Background: an optimization exercise with open tools, aiming at small area, a short achievable clock period and few clock cycles. Do not read the settings as production practice.
Only simulation tests tie the RTL to the original design; equivalence was not proved.
No activity file was given, so power comes from the tool's default toggle rates.

**flow/design.v**
```verilog
package cqt_pkg;
    localparam int CTB_LOG2    = 6;
    localparam int MIN_CU_LOG2 = 3;
    localparam int MAX_DEPTH   = CTB_LOG2 - MIN_CU_LOG2;
    localparam int GRID        = 1 << MAX_DEPTH;
    typedef logic [9:0]  ctx_addr_t;
    typedef logic [11:0] pix_x_t;
    typedef logic [10:0] pix_y_t;
    typedef logic [5:0]  ctb_col_t;
    typedef logic [4:0]  ctb_row_t;
endpackage
`timescale 1ns/1ns
module cqt_decoder
#(
    parameter int MAX_CTB_COLS = 64   
) (
    input  logic        clk,
    input  logic        rst_n,
    input  logic        cqt_start,
    input  cqt_pkg::ctb_col_t    ctb_x,
    input  cqt_pkg::ctb_row_t    ctb_y,
    input  cqt_pkg::pix_x_t      pic_width,
    input  cqt_pkg::pix_y_t      pic_height,
    output logic        bin_req,
    output cqt_pkg::ctx_addr_t   ctx_addr,
    input  logic        bin,
    input  logic        bin_vld,
    output logic        cu_valid,
    input  logic        cu_ready,
    output cqt_pkg::pix_x_t      cu_x,
    output cqt_pkg::pix_y_t      cu_y,
    output logic [2:0]  cu_log2_size,
    output logic        busy,
    output logic        ctb_done
);
    function automatic logic [2:0] last(input logic [2:0] x, input logic [1:0] d);
        case (d)
            2'd0:    last = 3'd7;
            2'd1:    last = x | 3'd3;
            2'd2:    last = x | 3'd1;
            default: last = x;
        endcase
    endfunction
    function automatic logic fits(input logic [2:0] x, input logic [2:0] y,
                                  input logic [1:0] d,
                                  input logic [7:0] wm, input logic [7:0] hm);
        fits = wm[last(x, d)] && hm[last(y, d)];
    endfunction
    function automatic logic [7:0] therm(input logic [3:0] n);
        for (int i = 0; i < 8; i++)
            therm[i] = (4'(i) < n);
    endfunction
    function automatic logic [6:0] sib(input logic [2:0] x, input logic [2:0] y,
                                       input int k,
                                       input logic [7:0] wm, input logic [7:0] hm);
        logic [2:0] hs, pm, px, py;
        logic       xr, yb;
        hs = 3'b100 >> (k - 1);
        pm = ~((hs << 1) - 3'd1);
        px = x & pm;
        py = y & pm;
        xr = wm[px | hs];
        yb = hm[py | hs];
        sib = '0;
        case ({|(y & hs), |(x & hs)})
            2'b00: begin
                if (xr)      sib = {1'b1, px | hs, py};
                else if (yb) sib = {1'b1, px, py | hs};
            end
            2'b01: if (yb) sib = {1'b1, px, py | hs};
            2'b10: if (xr) sib = {1'b1, px | hs, py | hs};
            default: ;
        endcase
    endfunction
    function automatic logic [1:0] inc2(input logic [1:0] a);
        inc2 = {a[1] ^ a[0], !a[0]};
    endfunction
    function automatic logic [1:0] dec2(input logic [1:0] a);
        dec2 = {a[1] ^ !a[0], !a[0]};
    endfunction
    function automatic logic [5:0] zidx(input logic [2:0] x, input logic [2:0] y);
        zidx = {y[2], x[2], y[1], x[1], y[0], x[0]};
    endfunction
    logic        busy_q;
    logic        done_q;
    logic        start;
    logic [7:1]  wm_q, hm_q;      
    logic [2:0]  grp_q;           
    logic [2:0]  tap_q;           
    logic        byp_q;           
    logic        s0_q;
    logic [3:0]  s1_q;            
    logic [15:0] s2_q;            
    logic [6:0]  lb_q;            
    logic [6:0]  ab_q;            
    logic [4:0]  shreg [MAX_CTB_COLS-1];
    logic        req_q;           
    logic        wait_q;          
    logic [2:0]  fx_q, fy_q;      
    logic [1:0]  fd_q;
    logic        sv_q;            
    logic [2:0]  sx_q, sy_q;
    logic [1:0]  sd_q;
    logic        c1_q, c0_q;      
    logic [2:0]  ux_q, uy_q;      
    logic        uend_q;          
    logic        ov_q;            
    logic [2:0]  ox_q, oy_q;
    logic [2:0]  osz_q;           
    assign start = cqt_start && !busy_q;
    logic [7:0] wm, hm;       
    logic [7:0] wmf, hmf;     
    assign wm  = {wm_q, 1'b1};
    assign hm  = {hm_q, 1'b1};
    assign wmf = {1'b0, wm[7:1]};
    assign hmf = {1'b0, hm[7:1]};
    logic       xfull, yfull;     
    logic [7:0] wm_in, hm_in;
    logic [8:0] pm1_in;
    logic [5:0] cm1_in;           
    logic [5:0] sel_in;           
    logic       lav, aav;
    assign xfull   = (ctb_x != pic_width[11:6]);
    assign yfull   = (ctb_y != pic_height[10:6]);
    always_comb
        for (int i = 0; i < 8; i++) begin
            wm_in[i] = xfull || (3'(i) < pic_width[5:3]);
            hm_in[i] = yfull || (3'(i) < pic_height[5:3]);
        end
    assign pm1_in  = pic_width[11:3] - 9'd1;
    assign cm1_in  = pm1_in[8:3];
    assign sel_in  = cm1_in - 6'd1;
    logic fresh_q;
    always_ff @(posedge clk)
        if (!rst_n)
            fresh_q <= 1'b1;
        else if (done_q)
            fresh_q <= 1'b0;
    assign lav     = !fresh_q;
    assign aav     = !fresh_q;
    function automatic logic [1:0] nb_ctx(input logic [2:0] x, input logic [2:0] y,
                                          input logic [1:0] d,
                                          input logic [3:0] s1, input logic [15:0] s2,
                                          input logic [6:0] lb, input logic [6:0] ab,
                                          input logic la, input logic aa);
        logic cl, ca;
        logic [2:0] ux, uy;
        ux = {dec2(x[2:1]), 1'b0};
        uy = {dec2(y[2:1]), 1'b0};
        if (x == 3'd0) begin
            case (d)
                2'd0:    cl = lb[0];
                2'd1:    cl = y[2] ? lb[2] : lb[1];
                default: cl = lb[6:3] >> y[2:1];
            endcase
            cl = cl && la;
        end else begin
            case (d)
                2'd1:    cl = y[2] ? s1[2] : s1[0];
                default: cl = s2[{y[2], ux[2], y[1], ux[1]}];
            endcase
        end
        if (y == 3'd0) begin
            case (d)
                2'd0:    ca = ab[0];
                2'd1:    ca = x[2] ? ab[2] : ab[1];
                default: ca = ab[6:3] >> x[2:1];
            endcase
            ca = ca && aa;
        end else begin
            case (d)
                2'd1:    ca = x[2] ? s1[1] : s1[0];
                default: ca = s2[{uy[2], x[2], uy[1], x[1]}];
            endcase
        end
        nb_ctx = {cl, ca};
    endfunction
    logic [1:0] d0_in;
    logic       has0_in;
    logic       k0, k1, k2;
    logic       c1_0, c1_1, c1_2, c0_0, c0_1, c0_2;
    logic       c1_in, c0_in;
    always_comb begin
        has0_in = wm_in[1] && hm_in[1];
        k0 = xfull && yfull;
        k1 = !k0 && wm_in[3] && hm_in[3];
        k2 = !k0 && !(wm_in[3] && hm_in[3]);
        d0_in = {k2, k1};
        c1_0 = lav && aav && lb_q[0] && ab_q[0];
        c1_1 = lav && aav && lb_q[1] && ab_q[1];
        c1_2 = lav && aav && lb_q[3] && ab_q[3];
        c0_0 = (lav && lb_q[0]) ^ (aav && ab_q[0]);
        c0_1 = (lav && lb_q[1]) ^ (aav && ab_q[1]);
        c0_2 = (lav && lb_q[3]) ^ (aav && ab_q[3]);
        c1_in = (k0 && c1_0) || (k1 && c1_1) || (k2 && c1_2);
        c0_in = (k0 && c0_0) || (k1 && c0_1) || (k2 && c0_2);
    end
    logic [6:0] fs1, fs2;
    logic       nsv;
    logic [2:0] nsx, nsy;
    logic [1:0] nsd;
    always_comb begin
        fs1 = sib(fx_q, fy_q, 1, wmf, hmf);
        fs2 = sib(fx_q, fy_q, 2, wmf, hmf);
        nsv = 1'b0;
        nsx = fs1[5:3];
        nsy = fs1[2:0];
        nsd = 2'd1;
        if (fd_q == 2'd2 && fs2[6]) begin
            nsv = 1'b1;
            nsx = fs2[5:3];
            nsy = fs2[2:0];
            nsd = 2'd2;
        end else if (fd_q != 2'd0 && fs1[6]) begin
            nsv = 1'b1;
            nsd = fits(nsx, nsy, 2'd1, wm, hm) ? 2'd1 : 2'd2;
        end
    end
    always_ff @(posedge clk) begin
        sv_q <= nsv;
        sx_q <= nsx;
        sy_q <= nsy;
        sd_q <= nsd;
    end
    logic [1:0] ctx_s;      
    logic [1:0] ctx_s1;     
    logic [1:0] ctx_c;      
    always_comb begin
        if (!sd_q[1])
            ctx_s = {sx_q[2] ? s1_q[{sy_q[2], 1'b0}] : (lav && (sy_q[2] ? lb_q[2] : lb_q[1])),
                     sy_q[2] ? s1_q[{1'b0, sx_q[2]}] : (aav && (sx_q[2] ? ab_q[2] : ab_q[1]))};
        else
            ctx_s = nb_ctx(sx_q, sy_q, 2'd2, s1_q, s2_q, lb_q, ab_q, lav, aav);
        ctx_s1 = ctx_s | {sd_q == 2'd2 && sy_q == fy_q && fx_q[2:1] != 2'd3 && sx_q[2:1] == inc2(fx_q[2:1]),
                          sd_q == 2'd2 && sx_q == fx_q && fy_q[2:1] != 2'd3 && sy_q[2:1] == inc2(fy_q[2:1])};
        if (fd_q == 2'd0)
            ctx_c = {lav && lb_q[1], aav && ab_q[1]};
        else
            ctx_c = {fx_q[2] ? s2_q[fy_q[2] ? 9 : 1] : (lav && (fy_q[2] ? lb_q[5] : lb_q[3])),
                     fy_q[2] ? s2_q[fx_q[2] ? 6 : 2] : (aav && (fx_q[2] ? ab_q[5] : ab_q[3]))};
    end
    logic ans;
    logic down;
    assign ans  = wait_q && bin_vld;
    assign down = bin && fd_q != 2'd2;
    always_ff @(posedge clk) begin
        if (!rst_n) begin
            req_q  <= 1'b0;
            wait_q <= 1'b0;
        end else if (start) begin
            req_q  <= has0_in;
            wait_q <= 1'b0;
        end else if (req_q) begin
            req_q  <= 1'b0;
            wait_q <= 1'b1;
        end else if (ans) begin
            wait_q <= 1'b0;
            req_q  <= down || sv_q;
        end
    end
    always_ff @(posedge clk) begin
        if (start) begin
            fx_q <= 3'd0;
            fy_q <= 3'd0;
            fd_q <= d0_in;
            {c1_q, c0_q} <= {c1_in, c0_in};
        end else if (ans) begin
            if (down) begin
                fd_q <= inc2(fd_q);
                {c1_q, c0_q} <= {&ctx_c, ^ctx_c};
            end else begin
                fx_q <= sx_q;
                fy_q <= sy_q;
                fd_q <= sd_q;
                if (bin)
                    {c1_q, c0_q} <= {&ctx_s1, ^ctx_s1};
                else
                    {c1_q, c0_q} <= {&ctx_s, ^ctx_s};
            end
        end
    end
    always_ff @(posedge clk) begin
        if (start) begin
            s0_q <= 1'b0;
            s1_q <= '0;
            s2_q <= '0;
        end else if (ans && bin) begin
            case (fd_q)
                2'd0: s0_q <= 1'b1;
                2'd1: s1_q[{fy_q[2], fx_q[2]}] <= 1'b1;
                default: s2_q[{fy_q[2], fx_q[2], fy_q[1], fx_q[1]}] <= 1'b1;
            endcase
        end
    end
    assign bin_req  = req_q;
    assign ctx_addr = {7'd0, 1'b1, c1_q, c0_q};
    logic       fw_idle;
    logic [1:0] leaf_d;       
    logic [6:0] cs1, cs2, cs3;
    logic       known;
    logic       at_pend;
    logic       cu_ok;
    logic [1:0] cu_d;
    logic       nv;           
    logic [2:0] nx, ny;
    assign fw_idle = !req_q && !wait_q;
    logic        sp0;
    logic [3:0]  sp1;
    logic [15:0] sp2;
    always_comb begin
        sp0 = s0_q || !(wm[7] && hm[7]);
        for (int q = 0; q < 4; q++)
            sp1[q] = s1_q[q] || !(wm[4 * (q % 2) + 3] && hm[4 * (q / 2) + 3]);
        for (int b = 0; b < 16; b++)
            sp2[b] = s2_q[b] || !(wm[4 * ((b / 4) % 2) + 2 * (b % 2) + 1] &&
                                  hm[4 * (b / 8) + 2 * ((b / 2) % 2) + 1]);
    end
    always_comb begin
        if (!sp0)
            leaf_d = 2'd0;
        else if (!sp1[{uy_q[2], ux_q[2]}])
            leaf_d = 2'd1;
        else if (!sp2[{uy_q[2], ux_q[2], uy_q[1], ux_q[1]}])
            leaf_d = 2'd2;
        else
            leaf_d = 2'd3;
        at_pend = (ux_q == fx_q) && (uy_q == fy_q);
        known   = fw_idle || !at_pend;
        cu_ok   = !uend_q && (known || (ans && (!bin || fd_q == 2'd2)));
        if (known)
            cu_d = leaf_d;
        else
            cu_d = bin ? 2'd3 : fd_q;
        cs1 = sib(ux_q, uy_q, 1, wm, hm);
        cs2 = sib(ux_q, uy_q, 2, wm, hm);
        cs3 = sib(ux_q, uy_q, 3, wm, hm);
        if (cu_d == 2'd3 && cs3[6])
            {nv, nx, ny} = cs3;
        else if (cu_d >= 2'd2 && cs2[6])
            {nv, nx, ny} = cs2;
        else if (cu_d >= 2'd1 && cs1[6])
            {nv, nx, ny} = cs1;
        else
            {nv, nx, ny} = 7'd0;
    end
    logic take;
    assign take = !ov_q || cu_ready;
    always_ff @(posedge clk) begin
        if (!rst_n) begin
            ov_q <= 1'b0;
        end else if (start) begin
            ov_q <= 1'b0;
        end else if (busy_q && take) begin
            ov_q <= cu_ok;
        end
    end
    always_ff @(posedge clk) begin
        if (start) begin
            ux_q   <= 3'd0;
            uy_q   <= 3'd0;
            uend_q <= 1'b0;
        end else if (busy_q && take && cu_ok) begin
            ox_q   <= ux_q;
            oy_q   <= uy_q;
            osz_q  <= {!(cu_d[1] && cu_d[0]), !(cu_d[1] ^ cu_d[0]), cu_d[0]};   
            ux_q   <= nx;
            uy_q   <= ny;
            uend_q <= !nv;
        end
    end
    assign cu_valid     = ov_q;
    logic [5:0] cx_q;
    logic [4:0] cy_q;
    always_ff @(posedge clk) begin
        cx_q <= ctb_x;
        cy_q <= ctb_y;
    end
    assign cu_x         = {cx_q, ox_q, 3'b000};
    assign cu_y         = {cy_q, oy_q, 3'b000};
    assign cu_log2_size = osz_q;
    always_ff @(posedge clk) begin
        if (!rst_n) begin
            busy_q <= 1'b0;
            done_q <= 1'b0;
        end else if (start) begin
            busy_q <= 1'b1;
            done_q <= 1'b0;
        end else if (done_q) begin
            busy_q <= 1'b0;
            done_q <= 1'b0;
        end else begin
            done_q <= busy_q && uend_q && take;
        end
    end
    assign busy     = busy_q;
    assign ctb_done = done_q;
    logic lastc_q, lastr_q, row0_q;
    always_ff @(posedge clk) begin
        lastc_q <= (ctb_x == cm1_in);
        lastr_q <= (pic_height[5:3] != 3'd0) ? !yfull : (ctb_y + 5'd1 == pic_height[10:6]);
        row0_q  <= (ctb_y == '0);
        wm_q  <= wm_in[7:1];
        hm_q  <= hm_in[7:1];
        grp_q <= sel_in[5:3];
        tap_q <= sel_in[2:0] + 3'(sel_in[5:3] == 3'd7);
        byp_q <= (cm1_in == 6'd0);
    end
    logic       full;
    logic [6:0] bot;       
    logic [4:0] bot_enc;
    logic [6:0] tap_dec;
    assign full = wm[7] && hm[7];
    assign bot  = {s2_q[15], s2_q[14], s2_q[11], s2_q[10],
                   s1_q[3] || !full,
                   s1_q[2] || !(wm[3] && hm[7]),
                   s0_q || !full};
    function automatic logic [4:0] enc(input logic [6:0] t);
        if (t[1] && t[2]) enc = {1'b1, t[3], t[4], t[5], t[6]};
        else if (t[1])    enc = {3'b001, t[3], t[4]};
        else if (t[2])    enc = {3'b010, t[5], t[6]};
        else              enc = {4'b0000, t[0]};
    endfunction
    function automatic logic [6:0] dec(input logic [4:0] e);
        if (e[4])                 dec = {e[0], e[1], e[2], e[3], 3'b111};
        else if (e[3:2] == 2'b01) dec = {2'b00, e[0], e[1], 3'b011};
        else if (e[3:2] == 2'b10) dec = {e[0], e[1], 2'b00, 3'b101};
        else                      dec = {6'd0, e[0]};
    endfunction
    assign bot_enc = enc(bot);
    logic [7:0] ins;      
    always_comb
        for (int m = 1; m < 8; m++)
            ins[m] = (grp_q == 3'(7 - m));
    assign ins[0] = 1'b0;
    assign tap_dec = dec(shreg[6'd55 + 6'(tap_q)]);
    always_ff @(posedge clk) begin
        if (done_q) begin
            lb_q <= lastc_q ? 7'd0 : {s2_q[15], s2_q[13], s2_q[7], s2_q[5], s1_q[3], s1_q[1], s0_q};
            if ((row0_q && !lastc_q) || (lastc_q && lastr_q))
                ab_q <= 7'd0;
            else
                ab_q <= byp_q ? bot : tap_dec;
        end
    end
    always_ff @(posedge clk) begin
        if (done_q) begin
            shreg[0] <= bot_enc;
            for (int i = 1; i < MAX_CTB_COLS - 1; i++)
                shreg[i] <= (i % 8 == 7 && ins[(i + 1) / 8]) ? bot_enc : shreg[i - 1];
        end
    end
endmodule
```
**flow/run.sh**
```bash
#!/bin/bash
# synth_recipe.tcl (not shown) runs the flow's synth.tcl, then flattens the netlist and writes it again
# the make line also repeats each setting of config.mk as NAME=value (left out here)
make -C /OpenROAD-flow-scripts/flow DESIGN_CONFIG=/design/flow/config.mk WORK_HOME=/design/flow/orfs CLKGATE_MAP_FILE= SYNTH_SCRIPT=/design/flow/synth_recipe.tcl finish
```
**flow/config.mk**
```make
export PLATFORM = sky130hd
export DESIGN_NAME = cqt_decoder
export DESIGN_NICKNAME = cqt_decoder
export VERILOG_FILES = /design/flow/design.v
export SDC_FILE = /design/flow/constraint.sdc
export NUM_CORES = 4
export LEC_CHECK = 0
export ABC_AREA = 1
export CAP_MARGIN = 20
export CORE_MARGIN = 2
export CORE_UTILIZATION = 50
export CTS_BUF_LIST = sky130_fd_sc_hd__clkbuf_16
export CTS_CLUSTER_DIAMETER = 80
export CTS_CLUSTER_SIZE = 30
export PLACE_DENSITY = 0.7
export SETUP_SLACK_MARGIN = 3.6
export SLEW_MARGIN = 20
```
**flow/constraint.sdc**
```tcl
create_clock -name core_clock -period 6.0 [get_ports {clk}]
set_input_delay 1.2000 -clock core_clock [delete_from_list [all_inputs] [get_ports {clk}]]
set_output_delay 1.2000 -clock core_clock [all_outputs]
set_load 0.01 [all_outputs]
```
==> summary.md <==
| Metric | Value |
|---|---|
| Fin Hold WS | 0.410 ns |
| Worst setup path start | pic_width[3] |
| Initial antenna violation count | 0 |
| Synth cell count leaders | edfxtp_1, nand2_1, inv_1 |
| Startpoint types | primary input |
| Top Layer Used | met4 |
| Initial Util | 0.505 |
| Post-synth top area share | 0.628 |
| Clk Latency, worst-skew pair | 0.54 ns |
| Final Util | 0.585 |
| DRC Markers | 0 |
| Worst-Margin Slew | 0.762 ns |
| Initial DRT Pass Iterations | 5 |
| Sink Count | 422 |
| Met2 Wirelength | 15,100 um |
| Routed wire length per instance | around 17 um |
| Core ar. | 0.0324 mm2 |
| Ys Warns | 3 |
| Clock tree buffer depth | 3 |
| CP Data Required Time | 6.44 ns |
| Post-Syn Area | 0.0163 mm2 |
| Top Ports | 80 |
| Pwr/cell area | between 200 and 300 mW/mm2 |
| Main synth FF type | edfxtp_1 |
| Hold Path Origin | shreg[40][4] |
| Setup CP Type | in -> reg |
| Setup WS post-layout | roughly 3.4 ns |
| Final #Nets | 1,497 |
| Top-count cell post-synth | edfxtp_1 |
| First-pass GRT wire length | 50,600 um |
| Asr flop ratio synth | 0 |
| Clock tree from TritonCTS | built |
| RSZ-0062 raised after global routing | true |
| Peak fanout along the critical path | 3 |
| CTS HTree Levels | 1 |
| Final Skew | 0.0156 ns |
| Mean post-synth cell area | 12.5 um2 |
| Max-cap violation count | 0 |
| Total GRT Usage | 0.192 |
| Met3 routed wirelength | 1480 um |
| Sequential area share after synthesis | 0.726 |
| Slew Viols, Final | 0 |
| Post-route clock period utilization | 0.426 |
| CTS Hold Bufs | 0 |
| Row count | 66 |
| Worst slew margin | 0.492 |
| FMAX | roughly 0.39 GHz |
| VDD IR-drop max | 0.304 mV |
| Wl on met1 | about 15,000 um |
| Post-synth top area cell | edfxtp_1 |
| Overall power | between 5 and 6 mW |
| EDFF count, synth | 342 |
| Main area contributors after synthesis | edfxtp_1, dfxtp_1, nand2_1, o21ai_0, inv_1 |
| Routed WL | 33,000 um |
| Die X | 185 um |
| Synth cell types | 52 |
| TNS Setup | 0 ns |
| Dpl hpwl | 21,300 um |
| Worst R2R Start | hm_q[3] |
| Layout overhead on the synthesized area | 15.9% |
| Routed Antenna Nets | 0 |
| Ant diodes | 0 |
| IO buf count | just under 60 |
| Worst hold-check path type | reg -> reg |
| Clock transition at path regs | 0.11 ns |
| Fin crit period | 2.56 ns |
| Arrival time at the worst endpoint | 3.00 ns |
| Synth Instances | 1,308 |
| Via count | 9,842 |
| Final setup fails | 0 |
| Via count normalized by instance count | 5.21 |
| Num CTS Buffers | 21 |
| Die boundary height | 185 um |
| Vias in the first global route | around 9,400 |
| Grt total ovfl | 0 |
| RD Place Congestion | 0.887 |
| Share of cells above drive strength 1 | 0.174 |
| Die area | 0.0342 mm2 |
| Root Driver | clkbuf_16 |
| Fillers | 2,581 |
| Status | no timing/DRC/antenna violations |
| Fin. Hold Viols | 0 |
| CP Capture Type | flop |
| DP Worst Slack | about 2.2 ns |
| Starting DRC count in detailed routing | 959 |
| Leak | around 7.0 nW |
| Yosys reg bits | 422 |
| Pin count of the biggest net entering global routing | ~90 |
-- worst max-delay path, cell delays in order --
cell,delay [ns]
buf_8,0.10
nor2_4,0.13
nand2_4,0.10
nor2_4,0.10
inv_2,0.05
or2_4,0.25
buf_12,0.14
nand2_8,0.05
nand4_4,0.10
xnor2_2,0.16
nand2_2,0.11
nor2_4,0.04
ha_4,0.16
ha_4,0.15
xor2_1,0.15
-- where the power goes --
group / internal, mW / total [mW] / switching, mW
logic: 0.253 / 0.679 / 0.426
clock network: 0.725 / 1.68 / 0.953
registers: 3.25 / 3.31 / 0.0659
-- path summary, 6_finish.rpt --
path / slack [ns] / endpoint / cells past startpoint
worst max-delay path: 3.44 / tap_q[2] / 15
worst min-delay path: 0.41 / shreg[41][4] / 0
worst max register to register: 3.61 / ux_q[2] / 15
worst min register to register: 0.41 / shreg[41][4] / 0
-- flip-flops by register name (all words and copies together), names as in the netlist, 3 cells and up --
signal,cells
osz_q,3
tap_q,3
shreg,315
wm_q,7
cx_q,6
cy_q,5
uy_q,3
ux_q,3
oy_q,3
grp_q,3
hm_q,7
lb_q,7
s2_q,16
s1_q,4
ox_q,3
ab_q,7
-- repair_timing --
item | 4_1_cts | 5_1_grt
setup endpoints to repair | 240 | 126
buffers inserted | 33 | 25
cloned | 1 | 1
resized for setup | 147 | 90
pin swaps | 22 | 36
-- cells by family (layout without fill, tap and decap cells) --
logic type,Yosys count,after routing,share of synthesized area
AOI/OAI and AO/OA,219,219,0.0741
DFF,422,422,0.726
muxes,2,2,0.00122
xor gates and xnor gates,32,32,0.0171
buffers and inverters,176,303,0.0462
other,2,14,0.000459
and+or+nand+nor,430,430,0.115
adders and majority gates,25,25,0.0191
-- metal layers --
metal	track usage	up-vias
met5	0	-
met4	0.0711	0
met3	0.0232	66
met2	0.305	244
met1	0.275	4771
li1	-	4761
-- area by class of cell --
cell class	count	area [um2]	area share
Clock inverter	16	159	0.00839
Timing Repair Buffer	122	1040	0.0551
Timing Repair inverter	2	15.0	0.000793
Clock buffer	22	551	0.0291
Multi-Input combinational cell	722	4140	0.219
Sequential cell	422	11900	0.630
Tap cell	442	553	0.0292
Inverter	141	552	0.0291
-- cell usage in the layout (no fill, tap or decap), drive strengths merged, types with 3 or more instances in the layout --
cell / synthesis / final
o211ai: 5 / 5
inv: 139 / 151
clkdlybuf4s15: 0 / 3
o22ai: 6 / 6
dlymetal6s2s: 0 / 5
nor2: 104 / 104
nand4: 12 / 12
clkinvlp: 0 / 6
a21oi: 72 / 72
a31oi: 7 / 7
dlygate4sd2: 0 / 25
ha: 25 / 25
xnor2: 13 / 13
edfxtp: 342 / 342
nand2: 228 / 228
nand3: 53 / 53
clkdlybuf4s50: 0 / 8
or2: 3 / 3
nor4: 3 / 3
a22oi: 5 / 5
o21ai: 110 / 110
buf: 26 / 67
nand3b: 4 / 4
xor2: 19 / 19
nor3: 20 / 20
conb: 2 / 14
a221oi: 4 / 4
clkbuf: 9 / 36
dfxtp: 80 / 80
-- per-stage QoR --
stage	cells	cell area, um2
after CTS	1863	18600
after detailed placement	1791	17400
after floorplan	1320	16400
after global routing	1889	18900
after global placement	1791	17400
final	1889	18900
Testbench counts, summed over its fixed seeds: cycles 32,788.

-- what the ideal ports hide --
No port has a modelled driver above. Below, the same layout with a new extraction and two added sets of constraints. Step 1 assumes that a clkbuf_16 drives the clock port and a buf_2 every other input. Step 2, shift: input delay + t, output delay - t, t = (earliest + latest rising clock arrival at the registers) / 2. This alone moves slack from input paths to output paths. Three values: ideal ports, drivers, drivers and shift; two values: the first two.
shift t [ns]: 0.584
setup slack, ns: 3.443 / 3.448 / 2.864
worst setup path at the end: input to register
After both steps this run still meets setup and hold. The setup slack of this run moves by +0.005 ns with the drivers and by -0.579 ns with both steps.
